Background: an optimization exercise with open tools, aiming at small area, a short achievable clock period and few clock cycles. Do not read the settings as production practice.
Power is estimated from default activity; no workload was simulated.

==> flow/design.v <==
`timescale 1ns / 1ps
module write_batch_record_parser (
  input  logic                clk_i,
  input  logic                rst_ni,
  input  logic                in_valid_i,
  output logic                in_ready_o,
  input  logic [41:0]         in_data_i,
  output logic                out_valid_o,
  input  logic                out_ready_i,
  output logic [143:0]        out_data_o,
  input  logic                cfg_valid_i,
  output logic                cfg_ready_o,
  input  logic                cfg_index_i,
  input  logic [31:0]         cfg_data_i
);
  localparam logic [2:0] PhHeader = 3'd0;
  localparam logic [2:0] PhTag    = 3'd1;
  localparam logic [2:0] PhKeyLen = 3'd2;
  localparam logic [2:0] PhValLen = 3'd3;
  localparam logic [2:0] PhKey    = 3'd4;
  localparam logic [2:0] PhVal    = 3'd5;
  localparam logic [2:0] PhErrTag = 3'd6;
  localparam logic [2:0] PhErrLen = 3'd7;
  logic [7:0]  b;
  logic        bf, bl;
  logic [31:0] sp;
  assign b  = in_data_i[41:34];
  assign bf = in_data_i[33];
  assign bl = in_data_i[32];
  assign sp = in_data_i[31:0];
  logic [2:0]  phase_q, phase_n;
  logic        idle_q;
  logic [3:0]  cnt_q, cnt_n;
  logic [31:0] len_q;
  logic [31:0] diff_q;
  logic        dz_q;
  logic [63:0] rseq_q;
  logic [31:0] pos_q, pos_n;
  logic        lag_q;
  logic [31:0] rs_q;
  logic        rsp_q, rsp_d;   
  logic        ov_q;           
  logic        del_q, del_n, ddel_q;
  logic        vp_q;
  logic [31:0] file_q;
  logic        fzero_q, fresh_q;
  logic        hd_q, hn_q, hs_q;
  logic        sep_q;   
  logic        hd_d, hn_d, hs_d;
  logic        empty_q, single_q, behind_q;
  logic        rip_q;     
  logic        hdone_q, lpz_q, hst_q, rl_q;
  logic        pfen_q, pfen_d, hpf_q;
  logic        b0p_q;     
  logic [7:0]  byte_q;
  logic        fe_q, dk_q;
  logic        in_fire, upd, pop, pop_done, pos_mv;
  logic        emit_data, do_finish, do_after_key, hdr_end, seq_wr, cnt_wr;
  logic [31:0] len_new, len_pf;
  logic        len_ph;
  logic        len_new_zero, len_one, grp_zero;
  logic [2:0]  code;
  assign cfg_ready_o = 1'b1;
  assign out_valid_o = ov_q;
  assign in_ready_o  = empty_q || (out_ready_i && rip_q);
  assign in_fire     = in_valid_i && in_ready_o;
  assign upd         = in_fire && (bf || !idle_q);
  assign pop         = out_ready_i && ov_q;
  assign rsp_d       = upd && !behind_q && (bf || hdr_end);
  assign pop_done    = out_ready_i && !hd_q && hn_q;
  assign pos_mv      = upd && !bf && !behind_q;
  always_comb begin
    for (int i = 0; i < 32; i++) begin
      if (cnt_q == 4'(i / 7)) len_new[i] = b[i % 7];
      else if (cnt_q == 4'd0) len_new[i] = 1'b0;
      else len_new[i] = len_q[i];
    end
  end
  assign grp_zero     = (cnt_q == 4'd4) ? (b[3:0] == 4'd0) : (b[6:0] == 7'd0);
  assign len_new_zero = grp_zero && ((cnt_q == 4'd0) || (len_q == 32'd0));
  assign len_one      = (len_q == 32'd1);
  assign len_ph       = (phase_q == PhKeyLen) || (phase_q == PhValLen);
  assign len_pf       = file_q;
  assign pfen_d       = (upd && !bf && do_finish) ? (vp_q && !del_q && !fzero_q) : pfen_q;
  always_comb begin
    phase_n = phase_q;
    cnt_n   = cnt_q;
    del_n   = del_q;
    seq_wr  = 1'b0;
    cnt_wr  = 1'b0;
    hdr_end = 1'b0;
    emit_data    = 1'b0;
    do_finish    = 1'b0;
    do_after_key = 1'b0;
    case (phase_q)
      PhHeader: begin
        cnt_n = cnt_q + 4'd1;
        if (cnt_q[3]) cnt_wr = 1'b1;
        else seq_wr = 1'b1;
        if (cnt_q == 4'd11) begin
          hdr_end = 1'b1;
          cnt_n   = 4'd0;
          phase_n = PhTag;
        end
      end
      PhTag: begin
        if (b[7:1] == 7'd0) begin
          del_n   = !b[0];
          phase_n = PhKeyLen;
        end else begin
          phase_n = PhErrTag;
        end
      end
      PhKeyLen, PhValLen: begin
        cnt_n = cnt_q + 4'd1;
        if (b[7]) begin
          if (cnt_q == 4'd4) phase_n = PhErrLen;
        end else begin
          cnt_n = 4'd0;
          if (phase_q == PhKeyLen) begin
            if (len_new_zero) do_after_key = 1'b1;
            else phase_n = PhKey;
          end else begin
            if (len_new_zero) do_finish = 1'b1;
            else phase_n = PhVal;
          end
        end
      end
      PhKey: begin
        emit_data = 1'b1;
        if (len_one) do_after_key = 1'b1;
      end
      PhVal: begin
        emit_data = !vp_q;
        if (len_one) do_finish = 1'b1;
      end
      default: ;
    endcase
    if (do_after_key) begin
      if (del_q) do_finish = 1'b1;
      else phase_n = PhValLen;
    end
    if (do_finish) begin
      phase_n = PhTag;
    end
  end
  assign pos_n = pos_q + (lag_q ? 32'd2 : 32'd1);
  logic [63:0] rseq_inc;
  logic [31:0] diff_dec;
  assign rseq_inc = rseq_q + {63'd0, pop_done};
  assign diff_dec = diff_q - {31'd0, pop_done};
  always_comb begin
    hd_d = hd_q;
    hn_d = hn_q;
    hs_d = hs_q;
    if (upd) begin
      hs_d = bl;
      hd_d = !bf && emit_data;
      hn_d = behind_q || (!bf && do_finish);
    end else if (pop) begin
      if (hd_q) hd_d = 1'b0;
      else if (hn_q) hn_d = 1'b0;
      else hs_d = 1'b0;
    end
  end
  always_ff @(posedge clk_i or negedge rst_ni) begin
    if (!rst_ni) begin
      phase_q  <= PhHeader;
      idle_q   <= 1'b0;
      cnt_q    <= '0;
      pos_q    <= '0;
      lag_q    <= 1'b0;
      vp_q     <= 1'b0;
      fzero_q  <= 1'b1;
      fresh_q  <= 1'b1;
      hd_q     <= 1'b0;
      hn_q     <= 1'b0;
      hs_q     <= 1'b0;
      sep_q    <= 1'b0;
      empty_q  <= 1'b1;
      ov_q     <= 1'b0;
      rsp_q    <= 1'b0;
      single_q <= 1'b0;
      behind_q <= 1'b0;
      rip_q    <= 1'b0;
      hdone_q  <= 1'b0;
      hpf_q    <= 1'b0;
      lpz_q    <= 1'b1;
      hst_q    <= 1'b1;
      rl_q     <= 1'b1;
      b0p_q    <= 1'b0;
    end else begin
      if (cfg_valid_i) begin
        if (cfg_index_i) fzero_q <= 1'b0;
        else vp_q <= cfg_data_i[0];
      end
      if (upd && (bf || hdr_end)) fresh_q <= 1'b0;
      if (upd && bf) pos_q <= sp;
      else if (pos_mv) pos_q <= pos_n;
      hd_q     <= hd_d;
      hn_q     <= hn_d;
      hs_q     <= hs_d;
      empty_q  <= !(hd_d || hn_d || hs_d);
      ov_q     <= (hd_d || hn_d || hs_d) && !rsp_d;
      rsp_q    <= rsp_d;
      single_q <= hd_d ? !(hn_d || hs_d) : (hn_d != hs_d);
      behind_q <= hd_d && hn_d && !hs_d;
      rip_q    <= (hd_d ? !hs_d : (hn_d != hs_d)) && !rsp_d;
      hdone_q  <= !hd_d && hn_d;
      hpf_q    <= !hd_d && hn_d && pfen_d;
      lpz_q    <= hd_d || (fresh_q && !(upd && (bf || hdr_end)));
      hst_q    <= !hd_d && !hn_d;
      rl_q     <= hd_d ? !(hn_d || hs_d) : (!hn_d || !hs_d || (upd ? behind_q : sep_q));
      if (upd && bf && behind_q) b0p_q <= 1'b1;
      else if (pop_done) b0p_q <= 1'b0;
      if (upd) begin
        idle_q <= bl;
        sep_q  <= behind_q;
        if (bf) begin
          phase_q <= PhHeader;
          cnt_q   <= 4'd1;
          lag_q   <= 1'b1;
        end else begin
          phase_q <= phase_n;
          cnt_q   <= cnt_n;
          lag_q <= behind_q;
        end
      end
    end
  end
  always_ff @(posedge clk_i) begin
    if (cfg_valid_i && cfg_index_i) file_q <= cfg_data_i;
    if (rsp_q || pop_done) rs_q <= pos_q;
    if (upd && !bf && (len_ph || phase_q == PhKey || phase_q == PhVal)) begin
      if (do_finish) len_q <= len_pf;
      else if (len_ph) len_q <= len_new;
      else len_q <= len_q - 32'd1;
    end
    if (upd && !bf && phase_q == PhTag) del_q <= !b[0];
    if (upd && !bf && do_finish) ddel_q <= del_q;
    pfen_q <= pfen_d;
    if ((upd && !bf && emit_data) || (upd && bf && behind_q)) begin
      byte_q <= b;
      fe_q   <= len_one;
      dk_q   <= phase_q[0];
    end
    for (int k = 1; k < 8; k++) begin
      rseq_q[8*k +: 8] <= (upd && !bf && seq_wr && cnt_q[2:0] == 3'(k))
                          ? b : rseq_inc[8*k +: 8];
    end
    if (upd && (bf ? !behind_q : (seq_wr && cnt_q[2:0] == 3'd0))) rseq_q[7:0] <= b;
    else if (b0p_q && pop_done) rseq_q[7:0] <= byte_q;
    else rseq_q[7:0] <= rseq_inc[7:0];
    for (int k = 0; k < 4; k++) begin
      diff_q[8*k +: 8] <= (upd && !bf && cnt_wr && cnt_q[1:0] == 2'(k))
                          ? b : diff_dec[8*k +: 8];
    end
    if (upd && !bf && cnt_wr) begin
      dz_q <= (b == 8'd0) && (diff_q[23:0] == 24'd0);
    end else if (pop_done) begin
      dz_q <= (diff_q == 32'd1);
    end
  end
  always_comb begin
    case (phase_q)
      PhErrTag: code = 3'd4;
      PhHeader: code = 3'd1;
      PhTag:    code = dz_q ? 3'd0 : 3'd5;
      default:  code = del_q ? 3'd3 : 3'd2;
    endcase
  end
  logic head_done;
  assign head_done   = !hd_q && !hst_q;
  assign out_data_o[143]     = !hd_q;
  assign out_data_o[142]     = hd_q ? dk_q : !hn_q;
  assign out_data_o[141:134] = hd_q ? byte_q : 8'd0;
  assign out_data_o[133]     = hd_q && fe_q;
  assign out_data_o[132]     = hd_q ? del_q : (hn_q && ddel_q);
  assign out_data_o[131:100] = hdone_q ? rseq_q[63:32] : 32'd0;
  assign out_data_o[99:68]   = head_done ? rseq_q[31:0] : 32'd0;
  assign out_data_o[67:36]   = lpz_q ? 32'd0 : rs_q;
  assign out_data_o[35:4]    = hpf_q ? len_q : 32'd0;
  assign out_data_o[3:1]     = hst_q ? code : 3'd0;
  assign out_data_o[0]       = rl_q;
endmodule
export LEC_CHECK = 0
export CAP_MARGIN = 20
export CORE_MARGIN = 2
export CORE_UTILIZATION = 60
export SETUP_SLACK_MARGIN = 3.8
export SLEW_MARGIN = 20
create_clock -name core_clock -period 7.0 [get_ports {clk_i}]
standard.sh (not shown) runs the stock make flow with config.mk's settings and CLKGATE_MAP_FILE= SYNTH_SCRIPT=/design/flow/synth_recipe.tcl, a recipe that flattens the netlist after the stock synthesis.
==> flow/flow/run.sh <==
#!/bin/bash
# The standard layout, with the port buffers made of buf_1 cells instead of the
# cell buffer_ports picks by itself (a delay cell four times the area).
set -euo pipefail
export BUFFER_PORTS_ARGS="-buffer_cell sky130_fd_sc_hd__buf_1"
bash standard.sh > standard.log 2>&1
Change:
--- a/flow/design.v
+++ b/flow/design.v
@@ -39,6 +39,4 @@
   logic        lag_q;
   logic [31:0] rs_q;
-  logic        rsp_q, rsp_d;   
-  logic        ov_q;           
   logic        del_q, del_n, ddel_q;
   logic        vp_q;
@@ -51,5 +49,4 @@
   logic        rip_q;     
   logic        hdone_q, lpz_q, hst_q, rl_q;
-  logic        pfen_q, pfen_d, hpf_q;
   logic        b0p_q;     
   logic [7:0]  byte_q;
@@ -62,10 +59,9 @@
   logic [2:0]  code;
   assign cfg_ready_o = 1'b1;
-  assign out_valid_o = ov_q;
+  assign out_valid_o = !empty_q;
   assign in_ready_o  = empty_q || (out_ready_i && rip_q);
   assign in_fire     = in_valid_i && in_ready_o;
   assign upd         = in_fire && (bf || !idle_q);
-  assign pop         = out_ready_i && ov_q;
-  assign rsp_d       = upd && !behind_q && (bf || hdr_end);
+  assign pop         = out_ready_i && !empty_q;
   assign pop_done    = out_ready_i && !hd_q && hn_q;
   assign pos_mv      = upd && !bf && !behind_q;
@@ -81,6 +77,5 @@
   assign len_one      = (len_q == 32'd1);
   assign len_ph       = (phase_q == PhKeyLen) || (phase_q == PhValLen);
-  assign len_pf       = file_q;
-  assign pfen_d       = (upd && !bf && do_finish) ? (vp_q && !del_q && !fzero_q) : pfen_q;
+  assign len_pf       = (vp_q && !del_q && !fzero_q) ? file_q : 32'd0;
   always_comb begin
     phase_n = phase_q;
@@ -179,11 +174,8 @@
       sep_q    <= 1'b0;
       empty_q  <= 1'b1;
-      ov_q     <= 1'b0;
-      rsp_q    <= 1'b0;
       single_q <= 1'b0;
       behind_q <= 1'b0;
       rip_q    <= 1'b0;
       hdone_q  <= 1'b0;
-      hpf_q    <= 1'b0;
       lpz_q    <= 1'b1;
       hst_q    <= 1'b1;
@@ -202,11 +194,8 @@
       hs_q     <= hs_d;
       empty_q  <= !(hd_d || hn_d || hs_d);
-      ov_q     <= (hd_d || hn_d || hs_d) && !rsp_d;
-      rsp_q    <= rsp_d;
       single_q <= hd_d ? !(hn_d || hs_d) : (hn_d != hs_d);
       behind_q <= hd_d && hn_d && !hs_d;
-      rip_q    <= (hd_d ? !hs_d : (hn_d != hs_d)) && !rsp_d;
+      rip_q    <= hd_d ? !hs_d : (hn_d != hs_d);
       hdone_q  <= !hd_d && hn_d;
-      hpf_q    <= !hd_d && hn_d && pfen_d;
       lpz_q    <= hd_d || (fresh_q && !(upd && (bf || hdr_end)));
       hst_q    <= !hd_d && !hn_d;
@@ -231,5 +220,7 @@
   always_ff @(posedge clk_i) begin
     if (cfg_valid_i && cfg_index_i) file_q <= cfg_data_i;
-    if (rsp_q || pop_done) rs_q <= pos_q;
+    if (upd && bf && !behind_q) rs_q <= sp;
+    else if (upd && hdr_end) rs_q <= pos_n;
+    else if (pop_done) rs_q <= pos_q;
     if (upd && !bf && (len_ph || phase_q == PhKey || phase_q == PhVal)) begin
       if (do_finish) len_q <= len_pf;
@@ -239,5 +230,4 @@
     if (upd && !bf && phase_q == PhTag) del_q <= !b[0];
     if (upd && !bf && do_finish) ddel_q <= del_q;
-    pfen_q <= pfen_d;
     if ((upd && !bf && emit_data) || (upd && bf && behind_q)) begin
       byte_q <= b;
@@ -280,5 +270,5 @@
   assign out_data_o[99:68]   = head_done ? rseq_q[31:0] : 32'd0;
   assign out_data_o[67:36]   = lpz_q ? 32'd0 : rs_q;
-  assign out_data_o[35:4]    = hpf_q ? len_q : 32'd0;
+  assign out_data_o[35:4]    = hdone_q ? len_q : 32'd0;
   assign out_data_o[3:1]     = hst_q ? code : 3'd0;
   assign out_data_o[0]       = rl_q;
Result: The changed run ran to the end with no violations. Global-route usage climbs by 1.9 points. Worst hold slack barely changes. Wire length came out higher by roughly a tenth. Die area rises by a few percent. Power went down by roughly a tenth. Design area rises by a few percent. Setup slack is better by 0.021 ns.
Function was not checked in any run of this note: the RTL went through the layout flow alone.

port drivers added, routing unchanged:
The results above use ideal ports. As a check the final layouts listed here were re-extracted and re-timed, cells and wires unchanged. Step 1: set_driving_cell puts a clkbuf_16 on clk_i and a buf_2 on each other input, an assumption about the parent block. Step 2, shift: input delay + t, output delay - t, t = (earliest + latest rising clock arrival at the registers) / 2. This alone moves slack from input paths to output paths. Slacks: no drivers / after step 1 / after step 2; pairs: no drivers / after step 1.
| run | shift t [ns] | slack for setup (ns) | worst hold slack (ns) |
|---|---|---|---|
| the first run | 0.583 | 3.760 / 3.706 / 3.184 | 0.480 / 0.480 / 0.480 |
| the second run | 0.587 | 3.781 / 3.713 / 3.286 | 0.478 / 0.478 / 0.478 |
After both steps setup and hold are still met in every run listed. For the first run, which loses most, drivers alone change the setup slack by -0.054 ns; drivers and shift together by -0.576 ns.
